Background: an optimization exercise with open tools, aiming at small area, a short achievable clock period and few clock cycles per item. Do not read the settings as production practice.
Function was checked by simulation only, so behaviour that the tests miss may differ from the original.
In every run shown here, the design's own scripts or RTL, not TritonCTS, make the clock network.
No driver is modelled on the clock port, so clock power and skew are understated where the tree is cut down; a real chip needs a root buffer or a tree.
Power figures rest on the tool's default switching activity, not on a simulated workload.

[design/flow/flow/run.sh]
#!/bin/bash
# The standard layout (the standard.sh, standard synthesis unchanged) with
# smaller port buffers and a two-level clock tree built by flow/pre_cts.tcl
# (four root buffers on the clock port, sixteen leaf buffers) in place of
# TritonCTS. Each tool's output goes to standard.log.
set -euo pipefail
export BUFFER_PORTS_ARGS="-buffer_cell sky130_fd_sc_hd__buf_2"
export PRE_CTS_TCL="$PWD/flow/pre_cts.tcl"
bash standard.sh > standard.log 2>&1
[design/flow/flow/clock_tree.tcl]
proc build_clock_tree {nx ny leafcell rootcell} {
  set db [ord::get_db]
  set block [ord::get_db_block]
  set clk [$block findNet clk_i]
  set pts {}
  foreach it [$clk getITerms] {
    set inst [$it getInst]
    set b [$inst getBBox]
    lappend pts [list $it [expr {([$b xMin]+[$b xMax])/2}] [expr {([$b yMin]+[$b yMax])/2}]]
  }
  set n [llength $pts]
  set byx [lsort -integer -index 1 $pts]
  set leaves {}
  for {set i 0} {$i < $nx} {incr i} {
    set col [lsort -integer -index 2 [lrange $byx [expr {$i * $n / $nx}] [expr {($i + 1) * $n / $nx - 1}]]]
    set m [llength $col]
    for {set j 0} {$j < $ny} {incr j} {
      set c [lrange $col [expr {$j * $m / $ny}] [expr {($j + 1) * $m / $ny - 1}]]
      if {[llength $c] == 0} continue
      set cx 0; set cy 0
      foreach p $c { set cx [expr {$cx + [lindex $p 1]}]; set cy [expr {$cy + [lindex $p 2]}] }
      set q [expr {($i < $nx / 2 ? 0 : 1) + ($j < $ny / 2 ? 0 : 2)}]
      lappend leaves [list $c [expr {$cx / [llength $c]}] [expr {$cy / [llength $c]}] $q]
    }
  }
  set leafm [$db findMaster $leafcell]
  set rootm [$db findMaster $rootcell]
  set k 0
  for {set q 0} {$q < 4} {incr q} {
    set mine {}
    foreach l $leaves { if {[lindex $l 3] == $q} { lappend mine $l } }
    if {[llength $mine] == 0} continue
    set rx 0; set ry 0
    foreach l $mine { set rx [expr {$rx + [lindex $l 1]}]; set ry [expr {$ry + [lindex $l 2]}] }
    set root [odb::dbInst_create $block $rootm clkbuf_root_$q]
    $root setLocation [expr {$rx / [llength $mine]}] [expr {$ry / [llength $mine]}]
    $root setPlacementStatus PLACED
    set rnet [odb::dbNet_create $block clknet_root_$q]
    $rnet setSigType CLOCK
    [$root findITerm A] connect $clk
    [$root findITerm X] connect $rnet
    foreach l $mine {
      set b [odb::dbInst_create $block $leafm clkbuf_leaf_$k]
      $b setLocation [lindex $l 1] [lindex $l 2]
      $b setPlacementStatus PLACED
      set net [odb::dbNet_create $block clknet_leaf_$k]
      $net setSigType CLOCK
      [$b findITerm A] connect $rnet
      [$b findITerm X] connect $net
      foreach p [lindex $l 0] {
        set it [lindex $p 0]
        $it disconnect
        $it connect $net
      }
      incr k
    }
  }
  $clk setSigType CLOCK
  puts "build_clock_tree: $n sinks, $k leaf buffers"
}
[design/flow/flow/pre_cts.tcl]
# PRE_CTS hook: build the clock tree here (two buffer levels, see
# clock_tree.tcl) instead of TritonCTS, whose H-tree adds a third level.
source [file join [file dirname [info script]] clock_tree.tcl]
build_clock_tree 4 4 sky130_fd_sc_hd__clkbuf_16 sky130_fd_sc_hd__clkbuf_16
set_propagated_clock [all_clocks]
# cts.tcl calls clock_tree_synthesis next; the tree is already built.
rename clock_tree_synthesis orfs_unused_clock_tree_synthesis
proc clock_tree_synthesis {args} {
  puts "clock_tree_synthesis skipped: clock tree built by flow/pre_cts.tcl"
}
[design/flow/standard.sh]
#!/bin/bash
# synth_recipe.tcl (not shown) runs the flow's synth.tcl, then flattens the netlist and writes it again
# the make line also repeats each setting of config.mk as NAME=value (left out here)
make -C /OpenROAD-flow-scripts/flow DESIGN_CONFIG=/design/flow/config.mk WORK_HOME=/design/flow/orfs CLKGATE_MAP_FILE= SYNTH_SCRIPT=/design/flow/synth_recipe.tcl "${@:-finish}"
[design/flow/config.mk]
export PLATFORM = sky130hd
export DESIGN_NAME = argb_pixel_blend_unit
export DESIGN_NICKNAME = argb_pixel_blend_unit
export VERILOG_FILES = /design/flow/design.v
export SDC_FILE = /design/flow/constraint.sdc
export NUM_CORES = 4
export LEC_CHECK = 0
export CAP_MARGIN = 20
export CORE_MARGIN = 2
export CORE_UTILIZATION = 40
export SETUP_SLACK_MARGIN = 3.45
export SLEW_MARGIN = 20
export SYNTH_HIERARCHICAL = 1
[design/flow/constraint.sdc]
create_clock -name core_clock -period 5.5 [get_ports {clk_i}]
set_input_delay 1.1000 -clock core_clock [delete_from_list [all_inputs] [get_ports {clk_i}]]
set_output_delay 1.1000 -clock core_clock [all_outputs]
set_load 0.01 [all_outputs]
[design/flow/design.v]
module argb_pixel_blend_unit (
  input  logic        clk_i,
  input  logic        rst_ni,
  input  logic        start_i,
  output logic        busy_o,
  input  logic [31:0] src_pixel_i,
  input  logic [31:0] dst_pixel_i,
  output logic        done_o,
  output logic [31:0] out_pixel_o,
  input  logic        cfg_valid_i,
  output logic        cfg_ready_o,
  input  logic [1:0]  cfg_index_i,
  input  logic [31:0] cfg_data_i
);
  logic [2:0]  mode_q;
  logic [7:0]  ca_q;
  logic        sel_q;
  logic [31:0] fill_q;
  assign cfg_ready_o = 1'b1;
  assign busy_o      = 1'b0;
  logic fill_set_q;
  always_ff @(posedge clk_i or negedge rst_ni) begin
    if (!rst_ni) begin
      mode_q     <= 3'd0;
      ca_q       <= 8'hFF;
      sel_q      <= 1'b0;
      fill_set_q <= 1'b0;
    end else if (cfg_valid_i) begin
      case (cfg_index_i)
        2'd0: mode_q     <= cfg_data_i[2:0];
        2'd1: ca_q       <= cfg_data_i[7:0];
        2'd2: sel_q      <= cfg_data_i[0];
        2'd3: fill_set_q <= 1'b1;
        default: ;
      endcase
    end
  end
  always_ff @(posedge clk_i) begin
    if (cfg_valid_i && cfg_index_i == 2'd3) fill_q <= cfg_data_i;
  end
  logic [31:0] s_pix;
  assign s_pix = ({32{sel_q && fill_set_q}} & fill_q) | ({32{!sel_q}} & src_pixel_i);
  logic        m_inv_src, m_inv_dst, m_blend, m_add, m_sub;
  logic [7:0]  alpha;
  logic [23:0] p_d, q_d;
  logic [7:0]  top_d;
  assign m_inv_src = (mode_q == 3'd1);
  assign m_inv_dst = (mode_q == 3'd2);
  assign m_blend   = (mode_q == 3'd3) || (mode_q == 3'd4) || (mode_q == 3'd7);
  assign m_add     = (mode_q == 3'd5);
  assign m_sub     = (mode_q == 3'd6);
  always_comb begin
    case (mode_q)
      3'd3:    alpha = s_pix[31:24];
      3'd4:    alpha = dst_pixel_i[31:24];
      default: alpha = ca_q;
    endcase
  end
  assign p_d   = m_inv_dst ? ~dst_pixel_i[23:0] :
                 (m_inv_src || m_sub) ? ~s_pix[23:0] : s_pix[23:0];
  assign q_d   = dst_pixel_i[23:0];
  assign top_d = m_inv_dst ? ~dst_pixel_i[31:24] :
                 m_inv_src ? ~s_pix[31:24] :
                 (mode_q == 3'd0) ? s_pix[31:24] : 8'd0;
  logic        v1_q;
  logic [23:0] p_q, q_q;
  logic [7:0]  top1_q, ra_q;
  logic        dir1_q, dirb1_q, add1_q, sub1_q;
  always_ff @(posedge clk_i or negedge rst_ni) begin
    if (!rst_ni) v1_q <= 1'b0;
    else         v1_q <= start_i;
  end
  logic [7:0] rb_q, rb;
  always_ff @(posedge clk_i) begin
    p_q     <= p_d;
    q_q     <= q_d;
    top1_q  <= top_d;
    ra_q    <= m_blend ? alpha : 8'd0;
    rb_q    <= m_blend ? ~alpha : 8'd0;
    dir1_q  <= !m_blend;
    dirb1_q <= m_add || m_sub;
    add1_q  <= m_add;
    sub1_q  <= m_sub;
  end
  assign rb = rb_q;
  logic [7:0] pp0 [8];
  logic [7:0] da0, db0;
  always_comb begin
    for (int i = 0; i < 8; i++)
      pp0[i] = ({8{ra_q[i]}} & p_q[7:0]) | ({8{rb[i]}} & q_q[7:0]);
  end
  assign da0 = p_q[7:0] & {8{dir1_q}};
  assign db0 = q_q[7:0] & {8{dirb1_q}};
  logic [7:0] pp1 [8];
  logic [7:0] da1, db1;
  always_comb begin
    for (int i = 0; i < 8; i++)
      pp1[i] = ({8{ra_q[i]}} & p_q[15:8]) | ({8{rb[i]}} & q_q[15:8]);
  end
  assign da1 = p_q[15:8] & {8{dir1_q}};
  assign db1 = q_q[15:8] & {8{dirb1_q}};
  logic [7:0] pp2 [8];
  logic [7:0] da2, db2;
  always_comb begin
    for (int i = 0; i < 8; i++)
      pp2[i] = ({8{ra_q[i]}} & p_q[23:16]) | ({8{rb[i]}} & q_q[23:16]);
  end
  assign da2 = p_q[23:16] & {8{dir1_q}};
  assign db2 = q_q[23:16] & {8{dirb1_q}};
  logic [2:0] cy1;
  logic [9:0] cys0;
  assign cys0 = {1'b0, p_q[7:0], sub1_q} + {1'b0, q_q[7:0], sub1_q};
  assign cy1[0] = cys0[9];
  logic [9:0] cys1;
  assign cys1 = {1'b0, p_q[15:8], sub1_q} + {1'b0, q_q[15:8], sub1_q};
  assign cy1[1] = cys1[9];
  logic [9:0] cys2;
  assign cys2 = {1'b0, p_q[23:16], sub1_q} + {1'b0, q_q[23:16], sub1_q};
  assign cy1[2] = cys2[9];
  logic t0_1;
  logic t0_2;
  abp_fa u_t0_1 (.a(pp0[0][2]), .b(pp0[1][1]), .c(pp0[2][0]), .s(t0_1), .co(t0_2));
  logic t0_3;
  logic t0_4;
  abp_fa u_t0_3 (.a(pp0[0][3]), .b(pp0[1][2]), .c(pp0[2][1]), .s(t0_3), .co(t0_4));
  logic t0_5;
  logic t0_6;
  abp_fa u_t0_5 (.a(pp0[0][4]), .b(pp0[1][3]), .c(pp0[2][2]), .s(t0_5), .co(t0_6));
  logic t0_7;
  logic t0_8;
  abp_fa u_t0_7 (.a(pp0[0][5]), .b(pp0[1][4]), .c(pp0[2][3]), .s(t0_7), .co(t0_8));
  logic t0_9;
  logic t0_10;
  abp_fa u_t0_9 (.a(pp0[3][2]), .b(pp0[4][1]), .c(pp0[5][0]), .s(t0_9), .co(t0_10));
  logic t0_11;
  logic t0_12;
  abp_fa u_t0_11 (.a(pp0[0][6]), .b(pp0[1][5]), .c(pp0[2][4]), .s(t0_11), .co(t0_12));
  logic t0_13;
  logic t0_14;
  abp_fa u_t0_13 (.a(pp0[3][3]), .b(pp0[4][2]), .c(pp0[5][1]), .s(t0_13), .co(t0_14));
  logic t0_15;
  logic t0_16;
  abp_fa u_t0_15 (.a(pp0[0][7]), .b(pp0[1][6]), .c(pp0[2][5]), .s(t0_15), .co(t0_16));
  logic t0_17;
  logic t0_18;
  abp_fa u_t0_17 (.a(pp0[3][4]), .b(pp0[4][3]), .c(pp0[5][2]), .s(t0_17), .co(t0_18));
  logic t0_19;
  logic t0_20;
  abp_fa u_t0_19 (.a(pp0[1][7]), .b(pp0[2][6]), .c(pp0[3][5]), .s(t0_19), .co(t0_20));
  logic t0_21;
  logic t0_22;
  abp_fa u_t0_21 (.a(pp0[4][4]), .b(pp0[5][3]), .c(pp0[6][2]), .s(t0_21), .co(t0_22));
  logic t0_23;
  logic t0_24;
  abp_fa u_t0_23 (.a(pp0[7][1]), .b(da0[0]), .c(db0[0]), .s(t0_23), .co(t0_24));
  logic t0_25;
  logic t0_26;
  abp_fa u_t0_25 (.a(pp0[2][7]), .b(pp0[3][6]), .c(pp0[4][5]), .s(t0_25), .co(t0_26));
  logic t0_27;
  logic t0_28;
  abp_fa u_t0_27 (.a(pp0[5][4]), .b(pp0[6][3]), .c(pp0[7][2]), .s(t0_27), .co(t0_28));
  logic t0_29;
  logic t0_30;
  abp_ha u_t0_29 (.a(da0[1]), .b(db0[1]), .s(t0_29), .co(t0_30));
  logic t0_31;
  logic t0_32;
  abp_fa u_t0_31 (.a(pp0[3][7]), .b(pp0[4][6]), .c(pp0[5][5]), .s(t0_31), .co(t0_32));
  logic t0_33;
  logic t0_34;
  abp_fa u_t0_33 (.a(pp0[6][4]), .b(pp0[7][3]), .c(da0[2]), .s(t0_33), .co(t0_34));
  logic t0_35;
  logic t0_36;
  abp_fa u_t0_35 (.a(pp0[4][7]), .b(pp0[5][6]), .c(pp0[6][5]), .s(t0_35), .co(t0_36));
  logic t0_37;
  logic t0_38;
  abp_fa u_t0_37 (.a(pp0[7][4]), .b(da0[3]), .c(db0[3]), .s(t0_37), .co(t0_38));
  logic t0_39;
  logic t0_40;
  abp_fa u_t0_39 (.a(pp0[5][7]), .b(pp0[6][6]), .c(pp0[7][5]), .s(t0_39), .co(t0_40));
  logic t0_41;
  logic t0_42;
  abp_fa u_t0_41 (.a(pp0[6][7]), .b(pp0[7][6]), .c(da0[5]), .s(t0_41), .co(t0_42));
  logic t0_43;
  logic t0_44;
  abp_fa u_t0_43 (.a(pp0[7][7]), .b(da0[6]), .c(db0[6]), .s(t0_43), .co(t0_44));
  logic t1_1;
  logic t1_2;
  abp_fa u_t1_1 (.a(pp1[0][2]), .b(pp1[1][1]), .c(pp1[2][0]), .s(t1_1), .co(t1_2));
  logic t1_3;
  logic t1_4;
  abp_fa u_t1_3 (.a(pp1[0][3]), .b(pp1[1][2]), .c(pp1[2][1]), .s(t1_3), .co(t1_4));
  logic t1_5;
  logic t1_6;
  abp_fa u_t1_5 (.a(pp1[0][4]), .b(pp1[1][3]), .c(pp1[2][2]), .s(t1_5), .co(t1_6));
  logic t1_7;
  logic t1_8;
  abp_fa u_t1_7 (.a(pp1[0][5]), .b(pp1[1][4]), .c(pp1[2][3]), .s(t1_7), .co(t1_8));
  logic t1_9;
  logic t1_10;
  abp_fa u_t1_9 (.a(pp1[3][2]), .b(pp1[4][1]), .c(pp1[5][0]), .s(t1_9), .co(t1_10));
  logic t1_11;
  logic t1_12;
  abp_fa u_t1_11 (.a(pp1[0][6]), .b(pp1[1][5]), .c(pp1[2][4]), .s(t1_11), .co(t1_12));
  logic t1_13;
  logic t1_14;
  abp_fa u_t1_13 (.a(pp1[3][3]), .b(pp1[4][2]), .c(pp1[5][1]), .s(t1_13), .co(t1_14));
  logic t1_15;
  logic t1_16;
  abp_fa u_t1_15 (.a(pp1[0][7]), .b(pp1[1][6]), .c(pp1[2][5]), .s(t1_15), .co(t1_16));
  logic t1_17;
  logic t1_18;
  abp_fa u_t1_17 (.a(pp1[3][4]), .b(pp1[4][3]), .c(pp1[5][2]), .s(t1_17), .co(t1_18));
  logic t1_19;
  logic t1_20;
  abp_fa u_t1_19 (.a(pp1[1][7]), .b(pp1[2][6]), .c(pp1[3][5]), .s(t1_19), .co(t1_20));
  logic t1_21;
  logic t1_22;
  abp_fa u_t1_21 (.a(pp1[4][4]), .b(pp1[5][3]), .c(pp1[6][2]), .s(t1_21), .co(t1_22));
  logic t1_23;
  logic t1_24;
  abp_fa u_t1_23 (.a(pp1[7][1]), .b(da1[0]), .c(db1[0]), .s(t1_23), .co(t1_24));
  logic t1_25;
  logic t1_26;
  abp_fa u_t1_25 (.a(pp1[2][7]), .b(pp1[3][6]), .c(pp1[4][5]), .s(t1_25), .co(t1_26));
  logic t1_27;
  logic t1_28;
  abp_fa u_t1_27 (.a(pp1[5][4]), .b(pp1[6][3]), .c(pp1[7][2]), .s(t1_27), .co(t1_28));
  logic t1_29;
  logic t1_30;
  abp_ha u_t1_29 (.a(da1[1]), .b(db1[1]), .s(t1_29), .co(t1_30));
  logic t1_31;
  logic t1_32;
  abp_fa u_t1_31 (.a(pp1[3][7]), .b(pp1[4][6]), .c(pp1[5][5]), .s(t1_31), .co(t1_32));
  logic t1_33;
  logic t1_34;
  abp_fa u_t1_33 (.a(pp1[6][4]), .b(pp1[7][3]), .c(da1[2]), .s(t1_33), .co(t1_34));
  logic t1_35;
  logic t1_36;
  abp_fa u_t1_35 (.a(pp1[4][7]), .b(pp1[5][6]), .c(pp1[6][5]), .s(t1_35), .co(t1_36));
  logic t1_37;
  logic t1_38;
  abp_fa u_t1_37 (.a(pp1[7][4]), .b(da1[3]), .c(db1[3]), .s(t1_37), .co(t1_38));
  logic t1_39;
  logic t1_40;
  abp_fa u_t1_39 (.a(pp1[5][7]), .b(pp1[6][6]), .c(pp1[7][5]), .s(t1_39), .co(t1_40));
  logic t1_41;
  logic t1_42;
  abp_fa u_t1_41 (.a(pp1[6][7]), .b(pp1[7][6]), .c(da1[5]), .s(t1_41), .co(t1_42));
  logic t1_43;
  logic t1_44;
  abp_fa u_t1_43 (.a(pp1[7][7]), .b(da1[6]), .c(db1[6]), .s(t1_43), .co(t1_44));
  logic t2_1;
  logic t2_2;
  abp_fa u_t2_1 (.a(pp2[0][2]), .b(pp2[1][1]), .c(pp2[2][0]), .s(t2_1), .co(t2_2));
  logic t2_3;
  logic t2_4;
  abp_fa u_t2_3 (.a(pp2[0][3]), .b(pp2[1][2]), .c(pp2[2][1]), .s(t2_3), .co(t2_4));
  logic t2_5;
  logic t2_6;
  abp_fa u_t2_5 (.a(pp2[0][4]), .b(pp2[1][3]), .c(pp2[2][2]), .s(t2_5), .co(t2_6));
  logic t2_7;
  logic t2_8;
  abp_fa u_t2_7 (.a(pp2[0][5]), .b(pp2[1][4]), .c(pp2[2][3]), .s(t2_7), .co(t2_8));
  logic t2_9;
  logic t2_10;
  abp_fa u_t2_9 (.a(pp2[3][2]), .b(pp2[4][1]), .c(pp2[5][0]), .s(t2_9), .co(t2_10));
  logic t2_11;
  logic t2_12;
  abp_fa u_t2_11 (.a(pp2[0][6]), .b(pp2[1][5]), .c(pp2[2][4]), .s(t2_11), .co(t2_12));
  logic t2_13;
  logic t2_14;
  abp_fa u_t2_13 (.a(pp2[3][3]), .b(pp2[4][2]), .c(pp2[5][1]), .s(t2_13), .co(t2_14));
  logic t2_15;
  logic t2_16;
  abp_fa u_t2_15 (.a(pp2[0][7]), .b(pp2[1][6]), .c(pp2[2][5]), .s(t2_15), .co(t2_16));
  logic t2_17;
  logic t2_18;
  abp_fa u_t2_17 (.a(pp2[3][4]), .b(pp2[4][3]), .c(pp2[5][2]), .s(t2_17), .co(t2_18));
  logic t2_19;
  logic t2_20;
  abp_fa u_t2_19 (.a(pp2[1][7]), .b(pp2[2][6]), .c(pp2[3][5]), .s(t2_19), .co(t2_20));
  logic t2_21;
  logic t2_22;
  abp_fa u_t2_21 (.a(pp2[4][4]), .b(pp2[5][3]), .c(pp2[6][2]), .s(t2_21), .co(t2_22));
  logic t2_23;
  logic t2_24;
  abp_fa u_t2_23 (.a(pp2[7][1]), .b(da2[0]), .c(db2[0]), .s(t2_23), .co(t2_24));
  logic t2_25;
  logic t2_26;
  abp_fa u_t2_25 (.a(pp2[2][7]), .b(pp2[3][6]), .c(pp2[4][5]), .s(t2_25), .co(t2_26));
  logic t2_27;
  logic t2_28;
  abp_fa u_t2_27 (.a(pp2[5][4]), .b(pp2[6][3]), .c(pp2[7][2]), .s(t2_27), .co(t2_28));
  logic t2_29;
  logic t2_30;
  abp_ha u_t2_29 (.a(da2[1]), .b(db2[1]), .s(t2_29), .co(t2_30));
  logic t2_31;
  logic t2_32;
  abp_fa u_t2_31 (.a(pp2[3][7]), .b(pp2[4][6]), .c(pp2[5][5]), .s(t2_31), .co(t2_32));
  logic t2_33;
  logic t2_34;
  abp_fa u_t2_33 (.a(pp2[6][4]), .b(pp2[7][3]), .c(da2[2]), .s(t2_33), .co(t2_34));
  logic t2_35;
  logic t2_36;
  abp_fa u_t2_35 (.a(pp2[4][7]), .b(pp2[5][6]), .c(pp2[6][5]), .s(t2_35), .co(t2_36));
  logic t2_37;
  logic t2_38;
  abp_fa u_t2_37 (.a(pp2[7][4]), .b(da2[3]), .c(db2[3]), .s(t2_37), .co(t2_38));
  logic t2_39;
  logic t2_40;
  abp_fa u_t2_39 (.a(pp2[5][7]), .b(pp2[6][6]), .c(pp2[7][5]), .s(t2_39), .co(t2_40));
  logic t2_41;
  logic t2_42;
  abp_fa u_t2_41 (.a(pp2[6][7]), .b(pp2[7][6]), .c(da2[5]), .s(t2_41), .co(t2_42));
  logic t2_43;
  logic t2_44;
  abp_fa u_t2_43 (.a(pp2[7][7]), .b(da2[6]), .c(db2[6]), .s(t2_43), .co(t2_44));
  logic t0_45;
  logic t0_46;
  abp_fa u_t0_45 (.a(t0_2), .b(t0_3), .c(pp0[3][0]), .s(t0_45), .co(t0_46));
  logic t0_47;
  logic t0_48;
  abp_fa u_t0_47 (.a(t0_4), .b(t0_5), .c(pp0[3][1]), .s(t0_47), .co(t0_48));
  logic t0_49;
  logic t0_50;
  abp_fa u_t0_49 (.a(t0_6), .b(t0_7), .c(t0_9), .s(t0_49), .co(t0_50));
  logic t0_51;
  logic t0_52;
  abp_fa u_t0_51 (.a(t0_8), .b(t0_10), .c(t0_11), .s(t0_51), .co(t0_52));
  logic t0_53;
  logic t0_54;
  abp_fa u_t0_53 (.a(t0_12), .b(t0_14), .c(t0_15), .s(t0_53), .co(t0_54));
  logic t0_55;
  logic t0_56;
  abp_fa u_t0_55 (.a(t0_17), .b(pp0[6][1]), .c(pp0[7][0]), .s(t0_55), .co(t0_56));
  logic t0_57;
  logic t0_58;
  abp_fa u_t0_57 (.a(t0_16), .b(t0_18), .c(t0_19), .s(t0_57), .co(t0_58));
  logic t0_59;
  logic t0_60;
  abp_ha u_t0_59 (.a(t0_21), .b(t0_23), .s(t0_59), .co(t0_60));
  logic t0_61;
  logic t0_62;
  abp_fa u_t0_61 (.a(t0_20), .b(t0_22), .c(t0_24), .s(t0_61), .co(t0_62));
  logic t0_63;
  logic t0_64;
  abp_fa u_t0_63 (.a(t0_25), .b(t0_27), .c(t0_29), .s(t0_63), .co(t0_64));
  logic t0_65;
  logic t0_66;
  abp_fa u_t0_65 (.a(t0_26), .b(t0_28), .c(t0_30), .s(t0_65), .co(t0_66));
  logic t0_67;
  logic t0_68;
  abp_fa u_t0_67 (.a(t0_31), .b(t0_33), .c(db0[2]), .s(t0_67), .co(t0_68));
  logic t0_69;
  logic t0_70;
  abp_fa u_t0_69 (.a(t0_32), .b(t0_34), .c(t0_35), .s(t0_69), .co(t0_70));
  logic t0_71;
  logic t0_72;
  abp_fa u_t0_71 (.a(t0_36), .b(t0_38), .c(t0_39), .s(t0_71), .co(t0_72));
  logic t0_73;
  logic t0_74;
  abp_fa u_t0_73 (.a(t0_40), .b(t0_41), .c(db0[5]), .s(t0_73), .co(t0_74));
  logic t0_75;
  logic t0_76;
  abp_fa u_t0_75 (.a(t0_44), .b(da0[7]), .c(db0[7]), .s(t0_75), .co(t0_76));
  logic t1_45;
  logic t1_46;
  abp_fa u_t1_45 (.a(t1_2), .b(t1_3), .c(pp1[3][0]), .s(t1_45), .co(t1_46));
  logic t1_47;
  logic t1_48;
  abp_fa u_t1_47 (.a(t1_4), .b(t1_5), .c(pp1[3][1]), .s(t1_47), .co(t1_48));
  logic t1_49;
  logic t1_50;
  abp_fa u_t1_49 (.a(t1_6), .b(t1_7), .c(t1_9), .s(t1_49), .co(t1_50));
  logic t1_51;
  logic t1_52;
  abp_fa u_t1_51 (.a(t1_8), .b(t1_10), .c(t1_11), .s(t1_51), .co(t1_52));
  logic t1_53;
  logic t1_54;
  abp_fa u_t1_53 (.a(t1_12), .b(t1_14), .c(t1_15), .s(t1_53), .co(t1_54));
  logic t1_55;
  logic t1_56;
  abp_fa u_t1_55 (.a(t1_17), .b(pp1[6][1]), .c(pp1[7][0]), .s(t1_55), .co(t1_56));
  logic t1_57;
  logic t1_58;
  abp_fa u_t1_57 (.a(t1_16), .b(t1_18), .c(t1_19), .s(t1_57), .co(t1_58));
  logic t1_59;
  logic t1_60;
  abp_ha u_t1_59 (.a(t1_21), .b(t1_23), .s(t1_59), .co(t1_60));
  logic t1_61;
  logic t1_62;
  abp_fa u_t1_61 (.a(t1_20), .b(t1_22), .c(t1_24), .s(t1_61), .co(t1_62));
  logic t1_63;
  logic t1_64;
  abp_fa u_t1_63 (.a(t1_25), .b(t1_27), .c(t1_29), .s(t1_63), .co(t1_64));
  logic t1_65;
  logic t1_66;
  abp_fa u_t1_65 (.a(t1_26), .b(t1_28), .c(t1_30), .s(t1_65), .co(t1_66));
  logic t1_67;
  logic t1_68;
  abp_fa u_t1_67 (.a(t1_31), .b(t1_33), .c(db1[2]), .s(t1_67), .co(t1_68));
  logic t1_69;
  logic t1_70;
  abp_fa u_t1_69 (.a(t1_32), .b(t1_34), .c(t1_35), .s(t1_69), .co(t1_70));
  logic t1_71;
  logic t1_72;
  abp_fa u_t1_71 (.a(t1_36), .b(t1_38), .c(t1_39), .s(t1_71), .co(t1_72));
  logic t1_73;
  logic t1_74;
  abp_fa u_t1_73 (.a(t1_40), .b(t1_41), .c(db1[5]), .s(t1_73), .co(t1_74));
  logic t1_75;
  logic t1_76;
  abp_fa u_t1_75 (.a(t1_44), .b(da1[7]), .c(db1[7]), .s(t1_75), .co(t1_76));
  logic t2_45;
  logic t2_46;
  abp_fa u_t2_45 (.a(t2_2), .b(t2_3), .c(pp2[3][0]), .s(t2_45), .co(t2_46));
  logic t2_47;
  logic t2_48;
  abp_fa u_t2_47 (.a(t2_4), .b(t2_5), .c(pp2[3][1]), .s(t2_47), .co(t2_48));
  logic t2_49;
  logic t2_50;
  abp_fa u_t2_49 (.a(t2_6), .b(t2_7), .c(t2_9), .s(t2_49), .co(t2_50));
  logic t2_51;
  logic t2_52;
  abp_fa u_t2_51 (.a(t2_8), .b(t2_10), .c(t2_11), .s(t2_51), .co(t2_52));
  logic t2_53;
  logic t2_54;
  abp_fa u_t2_53 (.a(t2_12), .b(t2_14), .c(t2_15), .s(t2_53), .co(t2_54));
  logic t2_55;
  logic t2_56;
  abp_fa u_t2_55 (.a(t2_17), .b(pp2[6][1]), .c(pp2[7][0]), .s(t2_55), .co(t2_56));
  logic t2_57;
  logic t2_58;
  abp_fa u_t2_57 (.a(t2_16), .b(t2_18), .c(t2_19), .s(t2_57), .co(t2_58));
  logic t2_59;
  logic t2_60;
  abp_ha u_t2_59 (.a(t2_21), .b(t2_23), .s(t2_59), .co(t2_60));
  logic t2_61;
  logic t2_62;
  abp_fa u_t2_61 (.a(t2_20), .b(t2_22), .c(t2_24), .s(t2_61), .co(t2_62));
  logic t2_63;
  logic t2_64;
  abp_fa u_t2_63 (.a(t2_25), .b(t2_27), .c(t2_29), .s(t2_63), .co(t2_64));
  logic t2_65;
  logic t2_66;
  abp_fa u_t2_65 (.a(t2_26), .b(t2_28), .c(t2_30), .s(t2_65), .co(t2_66));
  logic t2_67;
  logic t2_68;
  abp_fa u_t2_67 (.a(t2_31), .b(t2_33), .c(db2[2]), .s(t2_67), .co(t2_68));
  logic t2_69;
  logic t2_70;
  abp_fa u_t2_69 (.a(t2_32), .b(t2_34), .c(t2_35), .s(t2_69), .co(t2_70));
  logic t2_71;
  logic t2_72;
  abp_fa u_t2_71 (.a(t2_36), .b(t2_38), .c(t2_39), .s(t2_71), .co(t2_72));
  logic t2_73;
  logic t2_74;
  abp_fa u_t2_73 (.a(t2_40), .b(t2_41), .c(db2[5]), .s(t2_73), .co(t2_74));
  logic t2_75;
  logic t2_76;
  abp_fa u_t2_75 (.a(t2_44), .b(da2[7]), .c(db2[7]), .s(t2_75), .co(t2_76));
  logic v2_q, add2_q, sub2_q;
  logic [7:0] top2_q;
  logic [2:0] cy2_q;
  always_ff @(posedge clk_i or negedge rst_ni) begin
    if (!rst_ni) v2_q <= 1'b0;
    else         v2_q <= v1_q;
  end
  logic [43:0] r2_0_q;
  logic [43:0] r2_1_q;
  logic [43:0] r2_2_q;
  always_ff @(posedge clk_i) begin
    add2_q <= add1_q;
    sub2_q <= sub1_q;
    top2_q <= top1_q;
    cy2_q <= cy1;
    r2_0_q <= {t0_76, t0_75, t0_43, t0_42, t0_74, t0_73, t0_72, db0[4], da0[4], t0_71, t0_70, t0_37, t0_69, t0_68, t0_66, t0_67, t0_65, t0_64, t0_62, t0_63, t0_61, t0_60, t0_58, t0_59, t0_57, t0_56, t0_54, t0_55, t0_53, t0_52, pp0[6][0], t0_13, t0_51, t0_50, t0_49, t0_48, pp0[4][0], t0_47, t0_46, t0_45, t0_1, pp0[1][0], pp0[0][1], pp0[0][0]};
    r2_1_q <= {t1_76, t1_75, t1_43, t1_42, t1_74, t1_73, t1_72, db1[4], da1[4], t1_71, t1_70, t1_37, t1_69, t1_68, t1_66, t1_67, t1_65, t1_64, t1_62, t1_63, t1_61, t1_60, t1_58, t1_59, t1_57, t1_56, t1_54, t1_55, t1_53, t1_52, pp1[6][0], t1_13, t1_51, t1_50, t1_49, t1_48, pp1[4][0], t1_47, t1_46, t1_45, t1_1, pp1[1][0], pp1[0][1], pp1[0][0]};
    r2_2_q <= {t2_76, t2_75, t2_43, t2_42, t2_74, t2_73, t2_72, db2[4], da2[4], t2_71, t2_70, t2_37, t2_69, t2_68, t2_66, t2_67, t2_65, t2_64, t2_62, t2_63, t2_61, t2_60, t2_58, t2_59, t2_57, t2_56, t2_54, t2_55, t2_53, t2_52, pp2[6][0], t2_13, t2_51, t2_50, t2_49, t2_48, pp2[4][0], t2_47, t2_46, t2_45, t2_1, pp2[1][0], pp2[0][1], pp2[0][0]};
  end
  logic t2_0_1;
  logic t2_0_2;
  abp_ha u_t2_0_1 (.a(r2_0_q[10]), .b(r2_0_q[11]), .s(t2_0_1), .co(t2_0_2));
  logic t2_0_3;
  logic t2_0_4;
  abp_ha u_t2_0_3 (.a(r2_0_q[14]), .b(r2_0_q[15]), .s(t2_0_3), .co(t2_0_4));
  logic t2_0_5;
  logic t2_0_6;
  abp_fa u_t2_0_5 (.a(r2_0_q[17]), .b(r2_0_q[18]), .c(r2_0_q[19]), .s(t2_0_5), .co(t2_0_6));
  logic t2_0_7;
  logic t2_0_8;
  abp_fa u_t2_0_7 (.a(r2_0_q[21]), .b(r2_0_q[22]), .c(r2_0_q[23]), .s(t2_0_7), .co(t2_0_8));
  logic t2_0_9;
  logic t2_0_10;
  abp_fa u_t2_0_9 (.a(r2_0_q[25]), .b(r2_0_q[26]), .c(r2_0_q[27]), .s(t2_0_9), .co(t2_0_10));
  logic t2_0_11;
  logic t2_0_12;
  abp_fa u_t2_0_11 (.a(r2_0_q[29]), .b(r2_0_q[30]), .c(r2_0_q[31]), .s(t2_0_11), .co(t2_0_12));
  logic t2_0_13;
  logic t2_0_14;
  abp_fa u_t2_0_13 (.a(r2_0_q[33]), .b(r2_0_q[34]), .c(r2_0_q[35]), .s(t2_0_13), .co(t2_0_14));
  logic t2_1_1;
  logic t2_1_2;
  abp_ha u_t2_1_1 (.a(r2_1_q[10]), .b(r2_1_q[11]), .s(t2_1_1), .co(t2_1_2));
  logic t2_1_3;
  logic t2_1_4;
  abp_ha u_t2_1_3 (.a(r2_1_q[14]), .b(r2_1_q[15]), .s(t2_1_3), .co(t2_1_4));
  logic t2_1_5;
  logic t2_1_6;
  abp_fa u_t2_1_5 (.a(r2_1_q[17]), .b(r2_1_q[18]), .c(r2_1_q[19]), .s(t2_1_5), .co(t2_1_6));
  logic t2_1_7;
  logic t2_1_8;
  abp_fa u_t2_1_7 (.a(r2_1_q[21]), .b(r2_1_q[22]), .c(r2_1_q[23]), .s(t2_1_7), .co(t2_1_8));
  logic t2_1_9;
  logic t2_1_10;
  abp_fa u_t2_1_9 (.a(r2_1_q[25]), .b(r2_1_q[26]), .c(r2_1_q[27]), .s(t2_1_9), .co(t2_1_10));
  logic t2_1_11;
  logic t2_1_12;
  abp_fa u_t2_1_11 (.a(r2_1_q[29]), .b(r2_1_q[30]), .c(r2_1_q[31]), .s(t2_1_11), .co(t2_1_12));
  logic t2_1_13;
  logic t2_1_14;
  abp_fa u_t2_1_13 (.a(r2_1_q[33]), .b(r2_1_q[34]), .c(r2_1_q[35]), .s(t2_1_13), .co(t2_1_14));
  logic t2_2_1;
  logic t2_2_2;
  abp_ha u_t2_2_1 (.a(r2_2_q[10]), .b(r2_2_q[11]), .s(t2_2_1), .co(t2_2_2));
  logic t2_2_3;
  logic t2_2_4;
  abp_ha u_t2_2_3 (.a(r2_2_q[14]), .b(r2_2_q[15]), .s(t2_2_3), .co(t2_2_4));
  logic t2_2_5;
  logic t2_2_6;
  abp_fa u_t2_2_5 (.a(r2_2_q[17]), .b(r2_2_q[18]), .c(r2_2_q[19]), .s(t2_2_5), .co(t2_2_6));
  logic t2_2_7;
  logic t2_2_8;
  abp_fa u_t2_2_7 (.a(r2_2_q[21]), .b(r2_2_q[22]), .c(r2_2_q[23]), .s(t2_2_7), .co(t2_2_8));
  logic t2_2_9;
  logic t2_2_10;
  abp_fa u_t2_2_9 (.a(r2_2_q[25]), .b(r2_2_q[26]), .c(r2_2_q[27]), .s(t2_2_9), .co(t2_2_10));
  logic t2_2_11;
  logic t2_2_12;
  abp_fa u_t2_2_11 (.a(r2_2_q[29]), .b(r2_2_q[30]), .c(r2_2_q[31]), .s(t2_2_11), .co(t2_2_12));
  logic t2_2_13;
  logic t2_2_14;
  abp_fa u_t2_2_13 (.a(r2_2_q[33]), .b(r2_2_q[34]), .c(r2_2_q[35]), .s(t2_2_13), .co(t2_2_14));
  logic t2_0_15;
  logic t2_0_16;
  abp_ha u_t2_0_15 (.a(r2_0_q[5]), .b(r2_0_q[6]), .s(t2_0_15), .co(t2_0_16));
  logic t2_0_17;
  logic t2_0_18;
  abp_ha u_t2_0_17 (.a(r2_0_q[8]), .b(r2_0_q[9]), .s(t2_0_17), .co(t2_0_18));
  logic t2_0_19;
  logic t2_0_20;
  abp_fa u_t2_0_19 (.a(t2_0_1), .b(r2_0_q[12]), .c(r2_0_q[13]), .s(t2_0_19), .co(t2_0_20));
  logic t2_0_21;
  logic t2_0_22;
  abp_fa u_t2_0_21 (.a(t2_0_2), .b(t2_0_3), .c(r2_0_q[16]), .s(t2_0_21), .co(t2_0_22));
  logic t2_0_23;
  logic t2_0_24;
  abp_fa u_t2_0_23 (.a(t2_0_4), .b(t2_0_5), .c(r2_0_q[20]), .s(t2_0_23), .co(t2_0_24));
  logic t2_0_25;
  logic t2_0_26;
  abp_fa u_t2_0_25 (.a(t2_0_6), .b(t2_0_7), .c(r2_0_q[24]), .s(t2_0_25), .co(t2_0_26));
  logic t2_0_27;
  logic t2_0_28;
  abp_fa u_t2_0_27 (.a(t2_0_8), .b(t2_0_9), .c(r2_0_q[28]), .s(t2_0_27), .co(t2_0_28));
  logic t2_0_29;
  logic t2_0_30;
  abp_fa u_t2_0_29 (.a(t2_0_10), .b(t2_0_11), .c(r2_0_q[32]), .s(t2_0_29), .co(t2_0_30));
  logic t2_0_31;
  logic t2_0_32;
  abp_fa u_t2_0_31 (.a(t2_0_12), .b(t2_0_13), .c(r2_0_q[36]), .s(t2_0_31), .co(t2_0_32));
  logic t2_0_33;
  logic t2_0_34;
  abp_fa u_t2_0_33 (.a(t2_0_14), .b(r2_0_q[37]), .c(r2_0_q[38]), .s(t2_0_33), .co(t2_0_34));
  logic t2_0_35;
  logic t2_0_36;
  abp_fa u_t2_0_35 (.a(r2_0_q[39]), .b(r2_0_q[40]), .c(r2_0_q[41]), .s(t2_0_35), .co(t2_0_36));
  logic t2_1_15;
  logic t2_1_16;
  abp_ha u_t2_1_15 (.a(r2_1_q[5]), .b(r2_1_q[6]), .s(t2_1_15), .co(t2_1_16));
  logic t2_1_17;
  logic t2_1_18;
  abp_ha u_t2_1_17 (.a(r2_1_q[8]), .b(r2_1_q[9]), .s(t2_1_17), .co(t2_1_18));
  logic t2_1_19;
  logic t2_1_20;
  abp_fa u_t2_1_19 (.a(t2_1_1), .b(r2_1_q[12]), .c(r2_1_q[13]), .s(t2_1_19), .co(t2_1_20));
  logic t2_1_21;
  logic t2_1_22;
  abp_fa u_t2_1_21 (.a(t2_1_2), .b(t2_1_3), .c(r2_1_q[16]), .s(t2_1_21), .co(t2_1_22));
  logic t2_1_23;
  logic t2_1_24;
  abp_fa u_t2_1_23 (.a(t2_1_4), .b(t2_1_5), .c(r2_1_q[20]), .s(t2_1_23), .co(t2_1_24));
  logic t2_1_25;
  logic t2_1_26;
  abp_fa u_t2_1_25 (.a(t2_1_6), .b(t2_1_7), .c(r2_1_q[24]), .s(t2_1_25), .co(t2_1_26));
  logic t2_1_27;
  logic t2_1_28;
  abp_fa u_t2_1_27 (.a(t2_1_8), .b(t2_1_9), .c(r2_1_q[28]), .s(t2_1_27), .co(t2_1_28));
  logic t2_1_29;
  logic t2_1_30;
  abp_fa u_t2_1_29 (.a(t2_1_10), .b(t2_1_11), .c(r2_1_q[32]), .s(t2_1_29), .co(t2_1_30));
  logic t2_1_31;
  logic t2_1_32;
  abp_fa u_t2_1_31 (.a(t2_1_12), .b(t2_1_13), .c(r2_1_q[36]), .s(t2_1_31), .co(t2_1_32));
  logic t2_1_33;
  logic t2_1_34;
  abp_fa u_t2_1_33 (.a(t2_1_14), .b(r2_1_q[37]), .c(r2_1_q[38]), .s(t2_1_33), .co(t2_1_34));
  logic t2_1_35;
  logic t2_1_36;
  abp_fa u_t2_1_35 (.a(r2_1_q[39]), .b(r2_1_q[40]), .c(r2_1_q[41]), .s(t2_1_35), .co(t2_1_36));
  logic t2_2_15;
  logic t2_2_16;
  abp_ha u_t2_2_15 (.a(r2_2_q[5]), .b(r2_2_q[6]), .s(t2_2_15), .co(t2_2_16));
  logic t2_2_17;
  logic t2_2_18;
  abp_ha u_t2_2_17 (.a(r2_2_q[8]), .b(r2_2_q[9]), .s(t2_2_17), .co(t2_2_18));
  logic t2_2_19;
  logic t2_2_20;
  abp_fa u_t2_2_19 (.a(t2_2_1), .b(r2_2_q[12]), .c(r2_2_q[13]), .s(t2_2_19), .co(t2_2_20));
  logic t2_2_21;
  logic t2_2_22;
  abp_fa u_t2_2_21 (.a(t2_2_2), .b(t2_2_3), .c(r2_2_q[16]), .s(t2_2_21), .co(t2_2_22));
  logic t2_2_23;
  logic t2_2_24;
  abp_fa u_t2_2_23 (.a(t2_2_4), .b(t2_2_5), .c(r2_2_q[20]), .s(t2_2_23), .co(t2_2_24));
  logic t2_2_25;
  logic t2_2_26;
  abp_fa u_t2_2_25 (.a(t2_2_6), .b(t2_2_7), .c(r2_2_q[24]), .s(t2_2_25), .co(t2_2_26));
  logic t2_2_27;
  logic t2_2_28;
  abp_fa u_t2_2_27 (.a(t2_2_8), .b(t2_2_9), .c(r2_2_q[28]), .s(t2_2_27), .co(t2_2_28));
  logic t2_2_29;
  logic t2_2_30;
  abp_fa u_t2_2_29 (.a(t2_2_10), .b(t2_2_11), .c(r2_2_q[32]), .s(t2_2_29), .co(t2_2_30));
  logic t2_2_31;
  logic t2_2_32;
  abp_fa u_t2_2_31 (.a(t2_2_12), .b(t2_2_13), .c(r2_2_q[36]), .s(t2_2_31), .co(t2_2_32));
  logic t2_2_33;
  logic t2_2_34;
  abp_fa u_t2_2_33 (.a(t2_2_14), .b(r2_2_q[37]), .c(r2_2_q[38]), .s(t2_2_33), .co(t2_2_34));
  logic t2_2_35;
  logic t2_2_36;
  abp_fa u_t2_2_35 (.a(r2_2_q[39]), .b(r2_2_q[40]), .c(r2_2_q[41]), .s(t2_2_35), .co(t2_2_36));
  logic [5:0] lo3_0;
  assign lo3_0 = {1'b0, t2_0_15, r2_0_q[4], r2_0_q[3], r2_0_q[1], r2_0_q[0]} + {1'b0, r2_0_q[7], 1'b0, 1'b0, r2_0_q[2], 1'b0};
  logic [5:0] lo3_1;
  assign lo3_1 = {1'b0, t2_1_15, r2_1_q[4], r2_1_q[3], r2_1_q[1], r2_1_q[0]} + {1'b0, r2_1_q[7], 1'b0, 1'b0, r2_1_q[2], 1'b0};
  logic [5:0] lo3_2;
  assign lo3_2 = {1'b0, t2_2_15, r2_2_q[4], r2_2_q[3], r2_2_q[1], r2_2_q[0]} + {1'b0, r2_2_q[7], 1'b0, 1'b0, r2_2_q[2], 1'b0};
  logic v3_q, add3_q, sub3_q;
  logic [7:0] top3_q;
  logic [2:0] cy3_q;
  always_ff @(posedge clk_i or negedge rst_ni) begin
    if (!rst_ni) v3_q <= 1'b0;
    else         v3_q <= v2_q;
  end
  logic [23:0] r3_0_q;
  logic [23:0] r3_1_q;
  logic [23:0] r3_2_q;
  always_ff @(posedge clk_i) begin
    add3_q <= add2_q;
    sub3_q <= sub2_q;
    top3_q <= top2_q;
    cy3_q <= cy2_q;
    r3_0_q <= {r2_0_q[43], r2_0_q[42], t2_0_36, t2_0_35, t2_0_34, t2_0_33, t2_0_32, t2_0_31, t2_0_30, t2_0_29, t2_0_28, t2_0_27, t2_0_26, t2_0_25, t2_0_24, t2_0_23, t2_0_22, t2_0_21, (t2_0_20 | sub2_q), t2_0_19, (t2_0_18 | sub2_q), (lo3_0[5] | sub2_q), t2_0_17, (t2_0_16 | sub2_q)};
    r3_1_q <= {r2_1_q[43], r2_1_q[42], t2_1_36, t2_1_35, t2_1_34, t2_1_33, t2_1_32, t2_1_31, t2_1_30, t2_1_29, t2_1_28, t2_1_27, t2_1_26, t2_1_25, t2_1_24, t2_1_23, t2_1_22, t2_1_21, (t2_1_20 | sub2_q), t2_1_19, (t2_1_18 | sub2_q), (lo3_1[5] | sub2_q), t2_1_17, (t2_1_16 | sub2_q)};
    r3_2_q <= {r2_2_q[43], r2_2_q[42], t2_2_36, t2_2_35, t2_2_34, t2_2_33, t2_2_32, t2_2_31, t2_2_30, t2_2_29, t2_2_28, t2_2_27, t2_2_26, t2_2_25, t2_2_24, t2_2_23, t2_2_22, t2_2_21, (t2_2_20 | sub2_q), t2_2_19, (t2_2_18 | sub2_q), (lo3_2[5] | sub2_q), t2_2_17, (t2_2_16 | sub2_q)};
  end
  logic [7:0] res_d [3];
  logic [16:0] fa0, fb0, fs0;
  assign fa0 = {r3_0_q[23], r3_0_q[21], r3_0_q[19], r3_0_q[17], r3_0_q[15], r3_0_q[13], r3_0_q[11], r3_0_q[9], r3_0_q[7], r3_0_q[5], r3_0_q[3], r3_0_q[0], 1'b0, 1'b0, 1'b0, 1'b0, 1'b0};
  assign fb0 = {1'b0, r3_0_q[22], r3_0_q[20], r3_0_q[18], r3_0_q[16], r3_0_q[14], r3_0_q[12], r3_0_q[10], r3_0_q[8], r3_0_q[6], r3_0_q[4], r3_0_q[1], 1'b0, 1'b0, 1'b0, 1'b0, 1'b0};
  assign fs0[4:0] = 5'd0;
  logic [12:0] fh0;
  assign fh0 = {fa0[16:5], r3_0_q[2]} + {fb0[16:5], r3_0_q[2]};
  assign fs0[16:5] = fh0[12:1];
  assign res_d[0] = (add3_q && cy3_q[0]) ? 8'hFF :
                    (sub3_q && !cy3_q[0]) ? 8'h00 : fs0[15:8];
  logic [16:0] fa1, fb1, fs1;
  assign fa1 = {r3_1_q[23], r3_1_q[21], r3_1_q[19], r3_1_q[17], r3_1_q[15], r3_1_q[13], r3_1_q[11], r3_1_q[9], r3_1_q[7], r3_1_q[5], r3_1_q[3], r3_1_q[0], 1'b0, 1'b0, 1'b0, 1'b0, 1'b0};
  assign fb1 = {1'b0, r3_1_q[22], r3_1_q[20], r3_1_q[18], r3_1_q[16], r3_1_q[14], r3_1_q[12], r3_1_q[10], r3_1_q[8], r3_1_q[6], r3_1_q[4], r3_1_q[1], 1'b0, 1'b0, 1'b0, 1'b0, 1'b0};
  assign fs1[4:0] = 5'd0;
  logic [12:0] fh1;
  assign fh1 = {fa1[16:5], r3_1_q[2]} + {fb1[16:5], r3_1_q[2]};
  assign fs1[16:5] = fh1[12:1];
  assign res_d[1] = (add3_q && cy3_q[1]) ? 8'hFF :
                    (sub3_q && !cy3_q[1]) ? 8'h00 : fs1[15:8];
  logic [16:0] fa2, fb2, fs2;
  assign fa2 = {r3_2_q[23], r3_2_q[21], r3_2_q[19], r3_2_q[17], r3_2_q[15], r3_2_q[13], r3_2_q[11], r3_2_q[9], r3_2_q[7], r3_2_q[5], r3_2_q[3], r3_2_q[0], 1'b0, 1'b0, 1'b0, 1'b0, 1'b0};
  assign fb2 = {1'b0, r3_2_q[22], r3_2_q[20], r3_2_q[18], r3_2_q[16], r3_2_q[14], r3_2_q[12], r3_2_q[10], r3_2_q[8], r3_2_q[6], r3_2_q[4], r3_2_q[1], 1'b0, 1'b0, 1'b0, 1'b0, 1'b0};
  assign fs2[4:0] = 5'd0;
  logic [12:0] fh2;
  assign fh2 = {fa2[16:5], r3_2_q[2]} + {fb2[16:5], r3_2_q[2]};
  assign fs2[16:5] = fh2[12:1];
  assign res_d[2] = (add3_q && cy3_q[2]) ? 8'hFF :
                    (sub3_q && !cy3_q[2]) ? 8'h00 : fs2[15:8];
  logic        vo_q;
  logic [31:0] out_q;
  always_ff @(posedge clk_i or negedge rst_ni) begin
    if (!rst_ni) vo_q <= 1'b0;
    else         vo_q <= v3_q;
  end
  always_ff @(posedge clk_i) begin
    out_q <= {top3_q, res_d[2], res_d[1], res_d[0]};
  end
  assign done_o      = vo_q;
  assign out_pixel_o = out_q;
endmodule
module abp_fa (
  input  logic a,
  input  logic b,
  input  logic c,
  output logic s,
  output logic co
);
  assign s  = a ^ b ^ c;
  assign co = (a & b) | (a & c) | (b & c);
endmodule
module abp_ha (
  input  logic a,
  input  logic b,
  output logic s,
  output logic co
);
  assign s  = a ^ b;
  assign co = a & b;
endmodule
==> metrics.log, run 1 <==
INFO  metric yosys-top-cells-count = 329 x sky130_fd_sc_hd__dfxtp_1, 193 x sky130_fd_sc_hd__a22o_1, 150 x sky130_fd_sc_hd__fa_1
INFO  metric finalHoldViolCount = 0
INFO  metric ys_seq_area_frac = 0.468
INFO  metric fp.dieArea = 0.0443 mm²
INFO  metric synth_ff_type = sky130_fd_sc_hd__dfxtp_1
INFO  metric status = complete, no violations
INFO  metric critical_path.cell_chain = a22o_1 -> fa_1 -> fa_1
INFO  metric max_slew.worst_pin.slew = 610 ps
INFO  metric synth_edf_count = 32
INFO  metric timing.final.setup_violations = 0
INFO  metric synth-seq-cells = 378
INFO  metric route.detailed.vias_per_inst = 5.47
INFO  metric largest_family_of_logic_cells_by_synthesized_area = adder cells
INFO  metric yosys_warnings = 15
INFO  metric core_region_area = 0.0420 mm²
INFO  metric setup.worst_path.start_class = flop
INFO  metric synthDistinctLibCells = 58
INFO  metric floorplan.die.height = 210 µm
INFO  metric routabilityCongestion = 0.832
INFO  metric final_period_minus_worst_setup_slack = 1980 ps
INFO  metric synth_top_area_share = 0.386
INFO  metric share_of_synthesized_flip_flops_with_an_asynchronous_set_or_reset = 0.0450
INFO  metric die_x = 210 µm
INFO  metric critPathMostFrequentCell = sky130_fd_sc_hd__fa_1
INFO  metric slew_headroom = 0.593
INFO  metric synth_compound_gate_area_share = 0.171
INFO  metric grt_antenna_before_repair = 7
INFO  metric p_per_area = 537 mW/mm²
INFO  metric leakage_power = 8.08 nW
INFO  metric cap_viol_max_count = 0
INFO  metric layout-drive-gt1-share = 0.180
INFO  metric synthesis.area = 0.0171 mm²
INFO  metric post_synth_and_or_nand_nor_area_fraction = 0.0492
INFO  metric syn_inst = 1,328
INFO  metric synth.most_common_cell = sky130_fd_sc_hd__dfxtp_1
INFO  metric postSynthAreaPerCell = 12.8 µm²
INFO  metric total_routed_wirelength = 39,600 µm
INFO  metric first_global_vias = 11,000
INFO  metric maxSlewViolCount = 0
INFO  metric drt_first_pass_iters = 4
INFO  metric global_route.usage.total = 0.177
INFO  metric power.ir.vdd_worst = 0.216 mV
INFO  metric cp_max_fo = 10
INFO  metric max_stage_delay = 650 ps
INFO  metric total_number_of_vias = 10,500
INFO  metric final.fill_count = 3,829
INFO  metric initial_core_util = 0.406
INFO  metric worst_path_max_delay_cell = sky130_fd_sc_hd__dfxtp_1
INFO  metric critical_path_required = 5700 ps
INFO  metric num_rows = 75
INFO  metric holdWs = 324 ps
INFO  metric netlist_top_cells_area = sky130_fd_sc_hd__dfxtp_1 39%, sky130_fd_sc_hd__fa_1 18%, sky130_fd_sc_hd__a22o_1 9.9%, sky130_fd_sc_hd__edfxtp_1 5.6%, sky130_fd_sc_hd__ha_1 5.5%
INFO  metric crit_path_capture_type = flop
INFO  metric hold_path.class = reg2reg
INFO  metric areaGrowthSynthToFinish = 9.31%
INFO  metric drt.antenna.violating_nets = 0
INFO  metric fmax = 0.505 GHz
INFO  metric rsz0062_at_grt = false
INFO  metric post_synth_xor_area_fraction = 0.0200
INFO  metric arrival_time_worst_endpoint = 2180 ps
INFO  metric yosys-mux-area-fraction = 0.0320
INFO  metric worstSetupPathType = reg2reg
INFO  metric synthDominantAreaCellType = sky130_fd_sc_hd__dfxtp_1
INFO  metric synth_fa_ha_area_frac = 0.231
INFO  metric insertion_delay = 330 ps
INFO  metric grt_start_max_net_pins = 35
INFO  metric cts_hold_buf = 0
INFO  metric wl_per_cell = 20.6 µm
INFO  metric grt_remaining_overflow = 0
INFO  metric io_buffer_count = 134
INFO  metric top_level_ports = 137
INFO  metric post-route-util = 0.443
INFO  metric num-nets-final = 1,712
INFO  metric finalSetupTns = 0 ps
INFO  metric grt_first_pass_wirelength = 62,900 µm
INFO  metric cts.clk_slew.worst_paths = 90 ps
INFO  metric drt_drc_violations_left = 0
INFO  metric detail_route.iter0.violations = 703
INFO  metric fin_crit_sh = 0.360
INFO  metric synthesis.nets = 1,655
INFO  metric hpwlAfterDp = 28,000 µm
INFO  metric skew = 21.1 ps
cell families after synthesis:
| family | count (synthesis) |
|---|---|
| adder cells (fa/ha/maj) | 225 |
| buffers and inverters | 116 |
| AO/OA/AOI/OAI | 370 |
| AND/OR/NAND/NOR | 146 |
| multiplexers | 52 |
| flip-flops | 378 |
| other | 2 |
| XOR/XNOR | 39 |
area by class of cell:
class | count | area (µm²) | share of cell area
repair buffers | 142 | 756 | 0.0405
plain buffers | 20 | 500 | 0.0268
well taps | 539 | 674 | 0.0362
repair inverters | 1 | 7.51 | 0.000403
multi-input cells | 835 | 8630 | 0.463
flip-flops and latches | 378 | 8040 | 0.431
diodes | 2 | 5.00 | 0.000268
inverters | 7 | 30.0 | 0.00161
through the flow:
| stage | power (mW) | setup slack, ps | std cells | area (µm²) |
|---|---|---|---|---|
| after floorplan | 7.26 | 3490 | 1328 | 17100 |
| after global placement | 8.46 | 3030 | 1897 | 18000 |
| after detailed placement | 8.60 | 2920 | 1897 | 18000 |
| after CTS | 10.1 | 3390 | 1921 | 18600 |
| after global routing | 10.8 | 3460 | 1922 | 18600 |
| final | 10.0 | 3520 | 1924 | 18600 |
flip-flops by register name, indices dropped and copies added, names as in the netlist, 3 cells and up:
| signal | flops |
|---|---|
| ca_q | 8 |
| cy2_q | 3 |
| cy3_q | 3 |
| fill_q | 32 |
| mode_q | 3 |
| out_q | 32 |
| p_q | 24 |
| q_q | 24 |
| r2_0_q | 42 |
| r2_1_q | 42 |
| r2_2_q | 42 |
| r3_0_q | 23 |
| r3_1_q | 23 |
| r3_2_q | 23 |
| ra_q | 8 |
| rb_q | 8 |
| top1_q | 8 |
| top2_q | 8 |
| top3_q | 8 |
where the power goes:
group | switching (mW) | leakage [nW] | internal, mW
Combinational | 2.01 | 4.60 | 1.88
Sequential | 0.867 | 3.23 | 3.79
Clock | 0.787 | 0.246 | 0.656
Total | 3.67 | 8.08 | 6.33
layer usage:
layer / wire, µm / track usage
met5: 57 / 0
met4: 651 / 0.0299
met3: 2470 / 0.0317
met2: 18000 / 0.284
met1: 18400 / 0.256
Yosys stat by module, one instance, submodules excluded:
module | flops+latches | cell area, µm²
abp_fa | 0 | 20.0
argb_pixel_blend_unit | 378 | 13800
abp_ha | 0 | 12.5
timing repair:
item,in CTS,in global routing
gates resized for setup,22,16
endpoints found under the hold margin,0,0
cloned,1,1
setup buffers,3,0
setup endpoints to repair,120,77
critical path, delay by kind of cell, from the launching register on:
kind | cells | cell delay, ps
compound gates | 1 | 250
fa+ha+maj | 2 | 950
flops | 1 | 650
worst paths after layout:
check,startpoint,slack (ps),depth (start not counted),to
setup / recovery,q_q[4],3520,3,r2_0_q[9]
hold / removal,r2_0_q[42],320,0,r3_0_q[22]
setup reg to reg,q_q[4],3520,3,r2_0_q[9]
hold reg to reg,r2_0_q[42],320,0,r3_0_q[22]
max in group asynchronous,rst_ni,4470,1,ca_q[2]
min in group asynchronous,rst_ni,700,1,sel_q
cells in the final DEF (no fill, tap or decap), types with 12 or more instances in the layout:
cell / n
sky130_fd_sc_hd__dfxtp_1: 311
sky130_fd_sc_hd__a22o_1: 193
sky130_fd_sc_hd__fa_1: 150
sky130_fd_sc_hd__buf_2: 134
sky130_fd_sc_hd__ha_1: 75
sky130_fd_sc_hd__and2_1: 51
sky130_fd_sc_hd__a21oi_1: 36
sky130_fd_sc_hd__xnor2_1: 36
sky130_fd_sc_hd__mux2i_1: 32
sky130_fd_sc_hd__edfxtp_1: 32
sky130_fd_sc_hd__a22oi_1: 24
sky130_fd_sc_hd__nor2_1: 22
sky130_fd_sc_hd__nand2_1: 21
sky130_fd_sc_hd__mux2_2: 20
sky130_fd_sc_hd__clkbuf_16: 20
sky130_fd_sc_hd__o21ai_0: 19
sky130_fd_sc_hd__a21o_1: 18
sky130_fd_sc_hd__and3_1: 12
Testbench counts, summed over its fixed seeds: cycles 16,967, items 16,026.
==> run 2: changes to the inputs <==
--- a/design/flow/config.mk
+++ b/design/flow/config.mk
@@ -10,3 +10,3 @@
 export CORE_UTILIZATION = 40
-export SETUP_SLACK_MARGIN = 3.45
+export SETUP_SLACK_MARGIN = 3.55
 export SLEW_MARGIN = 20
==> run 2 against run 1 <==
  * Combinational power increased by 2%
  * Critical path type is now reg2out
  * Routed wire length is 0.93% higher
  * Final cell count rose by 0.16%
  * Die area unchanged
  * Sequential share of layout area down 0.26 points
  * Global-route usage increased by 0.076 points
  * Sequential cell count stayed put
  * Power grew 1.0%
  * Synthesized cell count is the same
  * Critical endpoint is now done_o
  * Clock skew fell by 6.0 ps
  * Hold slack improved by 4.3 ps
  * Area after synthesis stayed put
==> metrics.log, run 2 <==
INFO  metric fin_crit_sh = 0.354
INFO  metric total_routed_wirelength = 39,900 µm
INFO  metric initial_core_util = 0.406
INFO  metric synth-seq-cells = 378
INFO  metric final_period_minus_worst_setup_slack = 1950 ps
INFO  metric grt_most_used_layer = met2
INFO  metric critical_path_required = 4400 ps
INFO  metric final_cell_mix = 290 x sky130_fd_sc_hd__dfxtp_1, 193 x sky130_fd_sc_hd__a22o_1, 150 x sky130_fd_sc_hd__fa_1, 133 x sky130_fd_sc_hd__buf_2, 72 x sky130_fd_sc_hd__ha_1
INFO  metric hold_path.class = reg2reg
INFO  metric synthesis.area = 0.0171 mm²
INFO  metric drt_drc_violations_left = 0
INFO  metric grt_start_max_net_pins = 35
INFO  metric insertion_delay = 330 ps
INFO  metric grt_util_met1 = 0.250
INFO  metric holdWs = 328 ps
INFO  metric total_number_of_vias = 10,600
INFO  metric worstPathBufferInverterCount = 1
INFO  metric p_per_area = 537 mW/mm²
INFO  metric postLayoutCellArea = 0.0188 mm²
INFO  metric synth.most_common_cell = sky130_fd_sc_hd__dfxtp_1
INFO  metric post-route-util = 0.448
INFO  metric postSynthAreaPerCell = 12.8 µm²
INFO  metric swShare = 0.368
INFO  metric cell_internal_pwr = 6.39 mW
INFO  metric skew = 15.1 ps
INFO  metric finalHoldViolCount = 0
INFO  metric routabilityCongestion = 0.848
INFO  metric rsz0062_at_grt = true
INFO  metric status = complete, no violations
INFO  metric netSwitchingPower = 3.72 mW
INFO  metric grtUsageMet3 = 0.0353
INFO  metric cell_family_with_the_largest_share_of_critical_path_delay = flip-flops
INFO  metric power.ir.vdd_worst = 0.205 mV
INFO  metric grt_remaining_overflow = 0
INFO  metric place_inst = 1,897
INFO  metric post_dp_cell_area = 0.0180 mm²
INFO  metric syn_inst = 1,328
INFO  metric cp_max_fo = 1
INFO  metric slew_headroom = 0.589
INFO  metric yosys-top-cells-count = 329 x sky130_fd_sc_hd__dfxtp_1, 193 x sky130_fd_sc_hd__a22o_1, 150 x sky130_fd_sc_hd__fa_1
INFO  metric synthDistinctLibCells = 58
INFO  metric fin_ws = 3550 ps
INFO  metric final.fill_count = 3,856
INFO  metric synthDominantAreaCellType = sky130_fd_sc_hd__dfxtp_1
INFO  metric crit_path_capture_type = output port
INFO  metric arrival_time_worst_endpoint = 850 ps
INFO  metric cts_hold_buf = 0
INFO  metric power.total = 10.1 mW
INFO  metric finalSetupTns = 0 ps
INFO  metric floorplan.die.height = 210 µm
INFO  metric route.detailed.vias_per_inst = 5.52
INFO  metric synth_ff_type = sky130_fd_sc_hd__dfxtp_1
INFO  metric cap_viol_max_count = 0
INFO  metric timing.final.setup_violations = 0
INFO  metric drt_first_pass_iters = 5
INFO  metric critical_path.cell_chain = buf_6
INFO  metric globalRouteMet2Util = 0.284
INFO  metric fmax = 0.514 GHz
INFO  metric io_buffer_count = 134
INFO  metric num_rows = 75
INFO  metric share_of_synthesized_flip_flops_with_an_asynchronous_set_or_reset = 0.0450
INFO  metric power.sequential.fraction = 0.463
INFO  metric synth_top_area_share = 0.386
INFO  metric hpwlAfterDp = 28,300 µm
INFO  metric placement.setup.worst_slack = 2940 ps
INFO  metric grt_first_pass_wirelength = 62,900 µm
INFO  metric die_x = 210 µm
INFO  metric ys_seq_area_frac = 0.468
INFO  metric worst_path_max_delay_cell = sky130_fd_sc_hd__dfrtp_1
INFO  metric core_region_area = 0.0420 mm²
INFO  metric share_clk_of_total_power = 0.143
INFO  metric layout-drive-gt1-share = 0.203
INFO  metric p_comb_frac = 0.394
INFO  metric yosys_warnings = 15
INFO  metric drt.antenna.violating_nets = 0
INFO  metric areaGrowthSynthToFinish = 10.4%
INFO  metric synth_edf_count = 32
INFO  metric synthesis.nets = 1,655
INFO  metric global_route.usage.total = 0.178
INFO  metric top_level_ports = 137
INFO  metric setup.worst_path.start_class = flop
INFO  metric max_stage_delay = 400 ps
INFO  metric grt_antenna_before_repair = 8
INFO  metric leakage_power = 8.14 nW
INFO  metric fp.dieArea = 0.0443 mm²
INFO  metric worstSetupPathType = reg2out
INFO  metric most_common_cell_after_layout_fill_and_taps_aside = sky130_fd_sc_hd__dfxtp_1
INFO  metric cts.clk_slew.worst_paths = 90 ps
INFO  metric wl_per_cell = 20.7 µm
INFO  metric maxSlewViolCount = 0
INFO  metric max_slew.worst_pin.slew = 616 ps
INFO  metric first_global_vias = 11,000
INFO  metric netlist_top_cells_area = sky130_fd_sc_hd__dfxtp_1 39%, sky130_fd_sc_hd__fa_1 18%, sky130_fd_sc_hd__a22o_1 9.9%, sky130_fd_sc_hd__edfxtp_1 5.6%, sky130_fd_sc_hd__ha_1 5.5%
INFO  metric num-nets-final = 1,716
INFO  metric final_cell_count_no_fill = 1,927
INFO  metric biggestRegsByFlops = r2_0_q x42, r2_1_q x42, r2_2_q x42
INFO  metric detail_route.iter0.violations = 750
-- run 2: worst paths after layout --
kind / slack, ps / cells past startpoint / start / to
max: 3550 / 1 / vo_q / done_o
min: 330 / 0 / r2_0_q[42] / r3_0_q[22]
max reg2reg: 3590 / 3 / q_q[9] / r2_1_q[5]
min reg2reg: 330 / 0 / r2_0_q[42] / r3_0_q[22]
max in group asynchronous: 4470 / 1 / rst_ni / ca_q[4]
min in group asynchronous: 690 / 1 / rst_ni / mode_q[2]
-- run 2: repair_timing --
action                     in CTS  in global routing
gates resized for setup        39                 39
buffers inserted                7                  0
gates cloned                    2                  0
pin swaps                       0                  3
setup endpoints to repair     138                 61
-- run 2: per-layer routing --
metal,share of wire,routed length (µm)
met1,0.45,18000
met4,0.029,1150
met3,0.075,3020
met5,0.0020,79
met2,0.44,17700
-- run 2: final cells by class --
class	count	area [µm²]	share of cell area
tap	539	674	0.0358
sequential	378	8070	0.429
timing repair inverter	1	7.51	0.000399
antenna	1	2.50	0.000133
buffer	20	500	0.0266
inverter	7	30.0	0.00159
multi-input combinational	835	8710	0.463
timing repair buffer	146	832	0.0442
-- run 2: power groups by stage --
stage                     combinational (mW)  sequential [mW]  clock (mW)
after floorplan                         3.08             4.19           0
after global placement                  3.76             4.69           0
after detailed placement                3.92             4.70           0
after CTS                               3.97             4.66        1.50
after global routing                    4.58             4.78        1.59
final                                   3.99             4.68        1.45
-- run 2: logic make-up after synthesis --
group / share of synthesized area
AOI/OAI and AO/OA: 0.171
xor gates and xnor gates: 0.0200
adders and majority gates: 0.231
buffers and inverters: 0.0282
DFF: 0.468
muxes: 0.0320
other: 0.000440
and+or+nand+nor: 0.0492
-- run 2: modules after synthesis, one instance, submodules excluded --
module                 cells inside  flops+latches  area (µm²)
argb_pixel_blend_unit          1160            378       13800
abp_fa                            1              0        20.0
abp_ha                            1              0        12.5

## re-timing with driven ports
Ports are ideal in the flow. The routed layouts listed here were re-timed in OpenROAD.
Step 1 (the two cells are an assumption about what drives the block):
set clk [get_ports {clk_i}]
set_driving_cell -lib_cell sky130_fd_sc_hd__clkbuf_16 $clk
set_driving_cell -lib_cell sky130_fd_sc_hd__buf_2 [delete_from_list [all_inputs] $clk]
Step 2, shift: input delay + t, output delay - t, t = (earliest + latest rising clock arrival at the registers) / 2. This alone moves slack from input paths to output paths.
Three values: no drivers, after step 1, after step 2; two values: the first two.
run | t, ns | setup WS [ns] | hold slack, ns | worst data-port slew with drivers (ns)
run 1 | 0.437 | 3.519 / 3.436 / 3.291 | 0.324 / 0.324 / 0.324 | 0.07
run 2 | 0.427 | 3.553 / 3.443 / 3.342 | 0.328 / 0.328 / 0.328 | 0.07
After both steps every run listed still meets setup and hold. The setup slack of run 1, which loses most, moves by -0.083 ns with the drivers and by -0.228 ns with both steps.
